This design comes from an exercise in tuning for small area, a short achievable clock period and few clock cycles per item on the open sky130 flow, not from production work. Where RTL was checked, it was by simulation tests only, not by an equivalence proof against the original. Power and IR drop assume default switching activity.

Setup of cedar:
Design source_token_scanner, start of the top module:
module source_token_scanner (
    input  logic        aclk,
    input  logic        aresetn,
    input  logic        s_valid,
    output logic        s_ready,
    input  logic [7:0]  s_char_code,
    input  logic        s_end_of_input,
    output logic        m_valid,
    input  logic        m_ready,
    output logic [4:0]  m_token_kind,
    output logic [31:0] m_start_pos,
    output logic [5:0]  m_token_length,
    output logic [30:0] m_int_value,
    output logic        m_leading_space,
    output logic        m_last_result
);
==> flow/config.mk <==
export PLATFORM = sky130hd
export DESIGN_NAME = source_token_scanner
export DESIGN_NICKNAME = source_token_scanner
export VERILOG_FILES = /design/flow/design.v
export SDC_FILE = /design/flow/constraint.sdc
export NUM_CORES = 4
export LEC_CHECK = 0
export CAP_MARGIN = 20
export CORE_MARGIN = 2
export CORE_UTILIZATION = 45
export PLACE_DENSITY = 0.65
export SETUP_SLACK_MARGIN = 2.5
export SLEW_MARGIN = 20
==> flow/constraint.sdc <==
create_clock -name core_clock -period 5.5 [get_ports {aclk}]
set_input_delay 1.1000 -clock core_clock [delete_from_list [all_inputs] [get_ports {aclk}]]
set_output_delay 1.1000 -clock core_clock [all_outputs]
set_load 0.01 [all_outputs]
standard.sh (not shown) runs the stock make flow with config.mk's settings and CLKGATE_MAP_FILE= SYNTH_SCRIPT=/design/flow/synth_recipe.tcl, a recipe that flattens the netlist after the stock synthesis.
==> flow/flow/run.sh <==
#!/bin/bash
# The standard layout, with buf_2 cells as the port buffers in place of the
# default delay-buffer cells. Every tool's output goes to a log file here.
set -euo pipefail
export BUFFER_PORTS_ARGS="-buffer_cell sky130_fd_sc_hd__buf_2"
bash standard.sh > standard_flow.log 2>&1
cedar finished all stages; the layout is clean.
Testbench counts of cedar, summed over its fixed seeds: cycles 32,736, items 32,325.
The following lists how fjord was set up differently from cedar:
--- a/flow/design.v
+++ b/flow/design.v
@@ -227,50 +227,62 @@
                 default:  kw_n = KW_NONE;
             endcase
         end
     end
     assign digits_n = (!in_word_q || digits_q) && c_digit;
     localparam int AW = 28;
     logic          acc_keep;
     logic          acc_fresh;
     logic [1:0]    lo_sum;
     logic          lo_cout;
     logic [AW-1:0] ha;
     logic [AW-1:0] hb;
-    logic [AW:0]   pg_g [6];
-    logic [AW:0]   pg_p [6];
     logic [AW-1:0] hi_sum;
     logic [30:0]   prod;
     logic          ovf;
     assign acc_keep  = in_word_q && digits_q && c_digit;
     assign acc_fresh = !in_word_q && c_digit;
     assign lo_sum[0] = acc_q[0] ^ d[1];
     assign lo_sum[1] = acc_q[1] ^ d[2] ^ (acc_q[0] & d[1]);
     assign lo_cout   = d[3] | (acc_q[1] & d[2]) | ((acc_q[1] | d[2]) & acc_q[0] & d[1]);
     assign ha        = acc_q[29:2];
     assign hb        = acc_q[27:0];
-    assign pg_g[0]   = {ha & hb, lo_cout};
-    assign pg_p[0]   = {ha ^ hb, 1'b0};
-    for (genvar l = 0; l < 5; l++) begin : g_ks
-        for (genvar j = 0; j <= AW; j++) begin : g_pos
-            if (j >= (1 << l)) begin : g_join
-                assign pg_g[l + 1][j] = pg_g[l][j] | (pg_p[l][j] & pg_g[l][j - (1 << l)]);
-                assign pg_p[l + 1][j] = pg_p[l][j] & pg_p[l][j - (1 << l)];
-            end else begin : g_pass
-                assign pg_g[l + 1][j] = pg_g[l][j];
-                assign pg_p[l + 1][j] = pg_p[l][j];
+    logic [AW:0] pg_g;
+    logic [AW:0] pg_p;
+    logic [AW:0] ng;
+    logic [AW:0] np;
+    always_comb begin
+        pg_g = {ha & hb, lo_cout};
+        pg_p = {ha ^ hb, 1'b0};
+        for (int j = 1; j <= AW; j += 2) begin
+            pg_g[j] = pg_g[j] | (pg_p[j] & pg_g[j - 1]);
+            pg_p[j] = pg_p[j] & pg_p[j - 1];
+        end
+        for (int l = 1; l < 5; l++) begin
+            ng = pg_g;
+            np = pg_p;
+            for (int j = 1; j <= AW; j += 2) begin
+                if (j >= (1 << l) + 1) begin
+                    ng[j] = pg_g[j] | (pg_p[j] & pg_g[j - (1 << l)]);
+                    np[j] = pg_p[j] & pg_p[j - (1 << l)];
+                end
             end
+            pg_g = ng;
+            pg_p = np;
+        end
+        for (int j = 2; j <= AW; j += 2) begin
+            pg_g[j] = pg_g[j] | (pg_p[j] & pg_g[j - 1]);
         end
     end
-    assign hi_sum    = pg_p[0][AW:1] ^ pg_g[5][AW-1:0];
+    assign hi_sum    = (ha ^ hb) ^ pg_g[AW-1:0];
     assign prod      = {hi_sum, lo_sum, d[0]};
     assign ovf       = acc_q > 31'd214748364 || (acc_q == 31'd214748364 && d >= 4'd8);
     assign cmt_start = in_word_q && kw_q == KW_SLASH && c == CL_SLASH;
     assign la_gt     = !la_end && la == CL_GT;
     assign la_slash  = !la_end && la == CL_SLASH;
     assign ends      = la_end || la == CL_SPACE || la == CL_NEWLINE ||
                        la == CL_COMMA || la == CL_DOT || la == CL_LPAREN ||
                        la == CL_RPAREN || la == CL_LBRACE || la == CL_RBRACE ||
                        la == CL_COLON || la == CL_MINUS;
     always_comb begin
         found = 1'b0;
         kind  = stt_pkg::KIND_IDENT;
### Flow results
Relative to cedar, the share of final layout cell area taken by clock buffers and inverters of fjord is lower by 1.2 points.
fjord falls short of cedar in fmax.
Of fjord and cedar, the run reporting the lower number of cells on the critical path was cedar.
Cmp fjord vs cedar: part of the total power dissipated in combinational logic higher in fjord
Summary — die area, fjord relative to cedar: lower, by 780 sq um.
Summary of fjord over cedar: met2 usage saw an increase; first-iteration DRC count -4.7%; part of the cycle the worst path needs went up by 7.0 points; post-route total power shrank by about 6.5%.
For fjord, only the layout was checked, not whether the RTL still works.


run A:
Starting RTL as in the previous note.
==> flow/config.mk <==
export PLATFORM = sky130hd
export DESIGN_NAME = source_token_scanner
export DESIGN_NICKNAME = source_token_scanner
export VERILOG_FILES = /design/flow/design.v
export SDC_FILE = /design/flow/constraint.sdc
export NUM_CORES = 4
export LEC_CHECK = 0
export CAP_MARGIN = 20
export CORE_MARGIN = 2
export CORE_UTILIZATION = 45
export PLACE_DENSITY = 0.65
export SETUP_SLACK_MARGIN = 2.5
export SLEW_MARGIN = 20
==> flow/constraint.sdc <==
create_clock -name core_clock -period 5.5 [get_ports {aclk}]
set_input_delay 1.1000 -clock core_clock [delete_from_list [all_inputs] [get_ports {aclk}]]
set_output_delay 1.1000 -clock core_clock [all_outputs]
set_load 0.01 [all_outputs]
==> flow/flow/run.sh <==
#!/bin/bash
# The standard layout, with buf_2 cells as the port buffers in place of the
# default delay-buffer cells, and a clock tree of clkbuf_8 cells without
# dummy balancing loads. Every tool's output goes to a log file here.
set -euo pipefail
export BUFFER_PORTS_ARGS="-buffer_cell sky130_fd_sc_hd__buf_2"
export CTS_ARGS="-sink_clustering_enable -repair_clock_nets -dont_use_dummy_load -sink_clustering_size 30 -sink_clustering_max_diameter 100 -buf_list sky130_fd_sc_hd__clkbuf_8"
bash standard.sh > standard_flow.log 2>&1
Testbench counts of run A, summed over its fixed seeds: cycles 32,736, items 32,325.
Edits applied to the flow inputs when going from run A to run B:
--- a/flow/design.v
+++ b/flow/design.v
@@ -228,48 +228,50 @@
             endcase
         end
     end
     assign digits_n = (!in_word_q || digits_q) && c_digit;
     localparam int AW = 28;
     logic          acc_keep;
     logic          acc_fresh;
     logic [1:0]    lo_sum;
     logic          lo_cout;
+    logic          lo_cout_q;
+    logic          ovf_q;
     logic [AW-1:0] ha;
     logic [AW-1:0] hb;
     logic [AW:0]   pg_g [6];
     logic [AW:0]   pg_p [6];
     logic [AW-1:0] hi_sum;
     logic [30:0]   prod;
     logic          ovf;
     assign acc_keep  = in_word_q && digits_q && c_digit;
     assign acc_fresh = !in_word_q && c_digit;
     assign lo_sum[0] = acc_q[0] ^ d[1];
     assign lo_sum[1] = acc_q[1] ^ d[2] ^ (acc_q[0] & d[1]);
-    assign lo_cout   = d[3] | (acc_q[1] & d[2]) | ((acc_q[1] | d[2]) & acc_q[0] & d[1]);
+    assign lo_cout   = lo_cout_q;
     assign ha        = acc_q[29:2];
     assign hb        = acc_q[27:0];
     assign pg_g[0]   = {ha & hb, lo_cout};
     assign pg_p[0]   = {ha ^ hb, 1'b0};
     for (genvar l = 0; l < 5; l++) begin : g_ks
         for (genvar j = 0; j <= AW; j++) begin : g_pos
             if (j >= (1 << l)) begin : g_join
                 assign pg_g[l + 1][j] = pg_g[l][j] | (pg_p[l][j] & pg_g[l][j - (1 << l)]);
                 assign pg_p[l + 1][j] = pg_p[l][j] & pg_p[l][j - (1 << l)];
             end else begin : g_pass
                 assign pg_g[l + 1][j] = pg_g[l][j];
                 assign pg_p[l + 1][j] = pg_p[l][j];
             end
         end
     end
     assign hi_sum    = pg_p[0][AW:1] ^ pg_g[5][AW-1:0];
     assign prod      = {hi_sum, lo_sum, d[0]};
-    assign ovf       = acc_q > 31'd214748364 || (acc_q == 31'd214748364 && d >= 4'd8);
+    assign ovf       = ovf_q;
     assign cmt_start = in_word_q && kw_q == KW_SLASH && c == CL_SLASH;
     assign la_gt     = !la_end && la == CL_GT;
     assign la_slash  = !la_end && la == CL_SLASH;
     assign ends      = la_end || la == CL_SPACE || la == CL_NEWLINE ||
                        la == CL_COMMA || la == CL_DOT || la == CL_LPAREN ||
                        la == CL_RPAREN || la == CL_LBRACE || la == CL_RBRACE ||
                        la == CL_COLON || la == CL_MINUS;
     always_comb begin
         found = 1'b0;
@@ -312,18 +314,34 @@
     assign acc_ld_keep  = ld_word && acc_keep;
     assign acc_ld_sat   = acc_ld_keep && ovf;
     assign acc_ld_fresh = ld_word && acc_fresh;
     assign acc_hold     = !ld_word && !eof_load;
     assign acc_d        = {31{acc_ld_sat}} | ({31{acc_ld_keep}} & prod) |
                           ({31{acc_hold}} & acc_q) | ({31{acc_ld_fresh}} & 31'(d));
     always_ff @(posedge aclk) begin
         acc_q <= acc_d;
     end
+    function automatic logic low_carry(input logic [1:0] a, input logic [3:0] dd);
+        low_carry = dd[3] | (a[1] & dd[2]) | ((a[1] | dd[2]) & a[0] & dd[1]);
+    endfunction
+    logic [1:0] acc_n_lo;
+    assign acc_n_lo = acc_keep ? {lo_sum[0], d[0]} : (acc_fresh ? d[1:0] : 2'd0);
+    function automatic logic next_ovf(input logic [30:0] a, input logic [3:0] dc,
+                                      input logic [3:0] dn);
+        next_ovf = a >= 31'd21474837 ||
+                   (a == 31'd21474836 && (dc >= 4'd5 || (dc == 4'd4 && dn >= 4'd8)));
+    endfunction
+    always_ff @(posedge aclk) begin
+        if (go && !la_end) begin
+            lo_cout_q <= ld_word ? low_carry(acc_n_lo, h1n_q) : low_carry(acc_q[1:0], h1n_q);
+            ovf_q     <= ld_word && acc_keep && next_ovf(acc_q, d, h1n_q);
+        end
+    end
     always_ff @(posedge aclk) begin
         if (ld_first || eof_load) begin
             start_q <= pos_q;
         end
         if (eof_load) begin
             len_q   <= 6'd0;
             kind_q  <= stt_pkg::KIND_EOF;
             lead_q  <= 1'b0;
             last_q  <= 1'b1;
==> comparison <==
[compare] base=run A new=run B: final total power now sits higher, combinational share of power fell by 0.4 points, instance count after placement with tap cells included has increased, routed wire length up about 3%. Count of hold buffers inserted by post-cts repair delta (run A -> run B): insignificant. Run B — global-route usage 0.39 points higher, run A as reference. primary input to register as the start-to-end type of the worst setup path was reported by run A, and register to register by run B.
Only the layout flow was run in run B; the RTL was not checked for function there.


MS:
source_token_scanner, a different RTL version from the one above (not shown whole).
Size: about 820 cells after synthesis, ~7200 um^2 of cells after synthesis.
export LEC_CHECK = 0
export CAP_MARGIN = 20
export CORE_MARGIN = 2
export CORE_UTILIZATION = 45
export PLACE_DENSITY = 0.65
export SETUP_SLACK_MARGIN = 2.5
export SLEW_MARGIN = 20
create_clock -name core_clock -period 5.5 [get_ports {aclk}]
Scripts as last shown in full above: flow/flow/run.sh
Edits applied to the flow inputs when going from MS to JK:
-- flow/design.v --
<<< MS, line 235
    logic [1:0]    lo_sum;
    logic          lo_cout;
    logic          lo_cout_q;
    logic [AW-1:0] ha;
    logic [AW-1:0] hb;
    logic [AW:0]   pg_g [6];
    logic [AW:0]   pg_p [6];
    logic [AW-1:0] hi_sum;
    logic [30:0]   prod;
>>> JK, line 235
    logic [1:0]    lo_sum;
    logic          lo_cout;
    logic [AW-1:0] ha;
    logic [AW-1:0] hb;
    logic [AW-1:0] pg_g [6];
    logic [AW-1:0] pg_p [6];
    logic [AW-1:0] hi_carry;
    logic [AW-1:0] hi_sum;
    logic [30:0]   prod;
<<< MS, line 247
    assign lo_sum[0] = acc_q[0] ^ d[1];
    assign lo_sum[1] = acc_q[1] ^ d[2] ^ (acc_q[0] & d[1]);
    assign lo_cout   = lo_cout_q;
    assign ha        = acc_q[29:2];
    assign hb        = acc_q[27:0];
    assign pg_g[0]   = {ha & hb, lo_cout};
    assign pg_p[0]   = {ha ^ hb, 1'b0};
    for (genvar l = 0; l < 5; l++) begin : g_ks
        for (genvar j = 0; j <= AW; j++) begin : g_pos
            if (j >= (1 << l)) begin : g_join
                assign pg_g[l + 1][j] = pg_g[l][j] | (pg_p[l][j] & pg_g[l][j - (1 << l)]);
>>> JK, line 247
    assign lo_sum[0] = acc_q[0] ^ d[1];
    assign lo_sum[1] = acc_q[1] ^ d[2] ^ (acc_q[0] & d[1]);
    assign lo_cout   = d[3] | (acc_q[1] & d[2]) | ((acc_q[1] | d[2]) & acc_q[0] & d[1]);
    assign ha        = acc_q[29:2];
    assign hb        = acc_q[27:0];
    assign pg_g[0]   = ha & hb;
    assign pg_p[0]   = ha ^ hb;
    for (genvar l = 0; l < 5; l++) begin : g_ks
        for (genvar j = 0; j < AW; j++) begin : g_pos
            if (j >= (1 << l)) begin : g_join
                assign pg_g[l + 1][j] = pg_g[l][j] | (pg_p[l][j] & pg_g[l][j - (1 << l)]);
<<< MS, line 263
        end
    end
    assign hi_sum    = pg_p[0][AW:1] ^ pg_g[5][AW-1:0];
    assign prod      = {hi_sum, lo_sum, d[0]};
    assign ovf       = acc_q > 31'd214748364 || (acc_q == 31'd214748364 && d >= 4'd8);
>>> JK, line 263
        end
    end
    assign hi_carry  = {pg_g[5][AW-2:0] | (pg_p[5][AW-2:0] & {(AW - 1){lo_cout}}), lo_cout};
    assign hi_sum    = pg_p[0] ^ hi_carry;
    assign prod      = {hi_sum, lo_sum, d[0]};
    assign ovf       = acc_q > 31'd214748364 || (acc_q == 31'd214748364 && d >= 4'd8);
<<< MS, line 319
    always_ff @(posedge aclk) begin
        acc_q <= acc_d;
    end
    function automatic logic low_carry(input logic [1:0] a, input logic [3:0] dd);
        low_carry = dd[3] | (a[1] & dd[2]) | ((a[1] | dd[2]) & a[0] & dd[1]);
    endfunction
    logic [1:0] acc_n_lo;
    assign acc_n_lo = acc_keep ? ({lo_sum[0], d[0]} | {2{ovf}})
                               : (acc_fresh ? d[1:0] : 2'd0);
    always_ff @(posedge aclk) begin
        if (go && !la_end) begin
            lo_cout_q <= ld_word ? low_carry(acc_n_lo, h1n_q) : low_carry(acc_q[1:0], h1n_q);
        end
    end
    always_ff @(posedge aclk) begin
>>> JK, line 320
    always_ff @(posedge aclk) begin
        acc_q <= acc_d;
    end
    always_ff @(posedge aclk) begin
Notes after the runs:
- The lower post-detailed-placement half-perimeter wirelength of JK and MS is in JK.
- Against MS as the reference, JK delivers a higher share of synthesized area occupied by flip-flops and latches.
- Of JK and MS, the higher global-route usage belongs to MS.
- Largest driver fanout on the critical path in JK vs MS: down 1
- Compared JK against MS; power in sequential cells within noise.
- Compared with MS, JK shows a violation count after the first detailed-routing iteration that is 92 lower.
- In the flow results for JK and MS, the post-synthesis share of cell area spent on xor and xnor gates is smaller on JK.
- The clock skew number comes out lower for MS vs JK.
- Compared to MS, the routing of JK uses less wire.
- Re multi-input gate share of the layout cell area: JK is 0.50 points down on MS.
- JK ended with less worst hold slack than MS.
- Looking at sequential share of power, JK sits 0.7 points above MS.
- In JK, the shortest clock period the worst path allows after layout came out 0.12 ns above the value in MS.
No run of this note included a check of the RTL's function; only the layout flow was run.

## port drivers added, routing unchanged
In the flow no input, the clock included, has a driving cell. The finished layouts below were timed again as built, in two steps.
Step 1 assumes that a clkbuf_16 drives the clock port and a buf_2 every other input.
Step 2 also shifts input and output timing later by t, the mid clock arrival at the registers, as if the neighbouring blocks saw the same clock.
Slacks: ideal / step 1 / step 2; pairs: ideal / step 1.
run	t, ns	setup WS [ns]	cell pins on the clock port's net
cedar	0.449	2.692 / 2.704 / 2.258	1
fjord	0.453	2.306 / 2.306 / 2.306	1
run A	0.477	2.680 / 2.691 / 2.214	1
run B	0.461	2.627 / 2.627 / 2.270	1
MS	0.456	2.610 / 2.610 / 2.235	1
JK	0.456	2.488 / 2.488 / 2.232	1
After both steps setup and hold are still met in every run listed. For run A, which loses most, drivers alone change the setup slack by +0.011 ns; drivers and shift together by -0.466 ns.
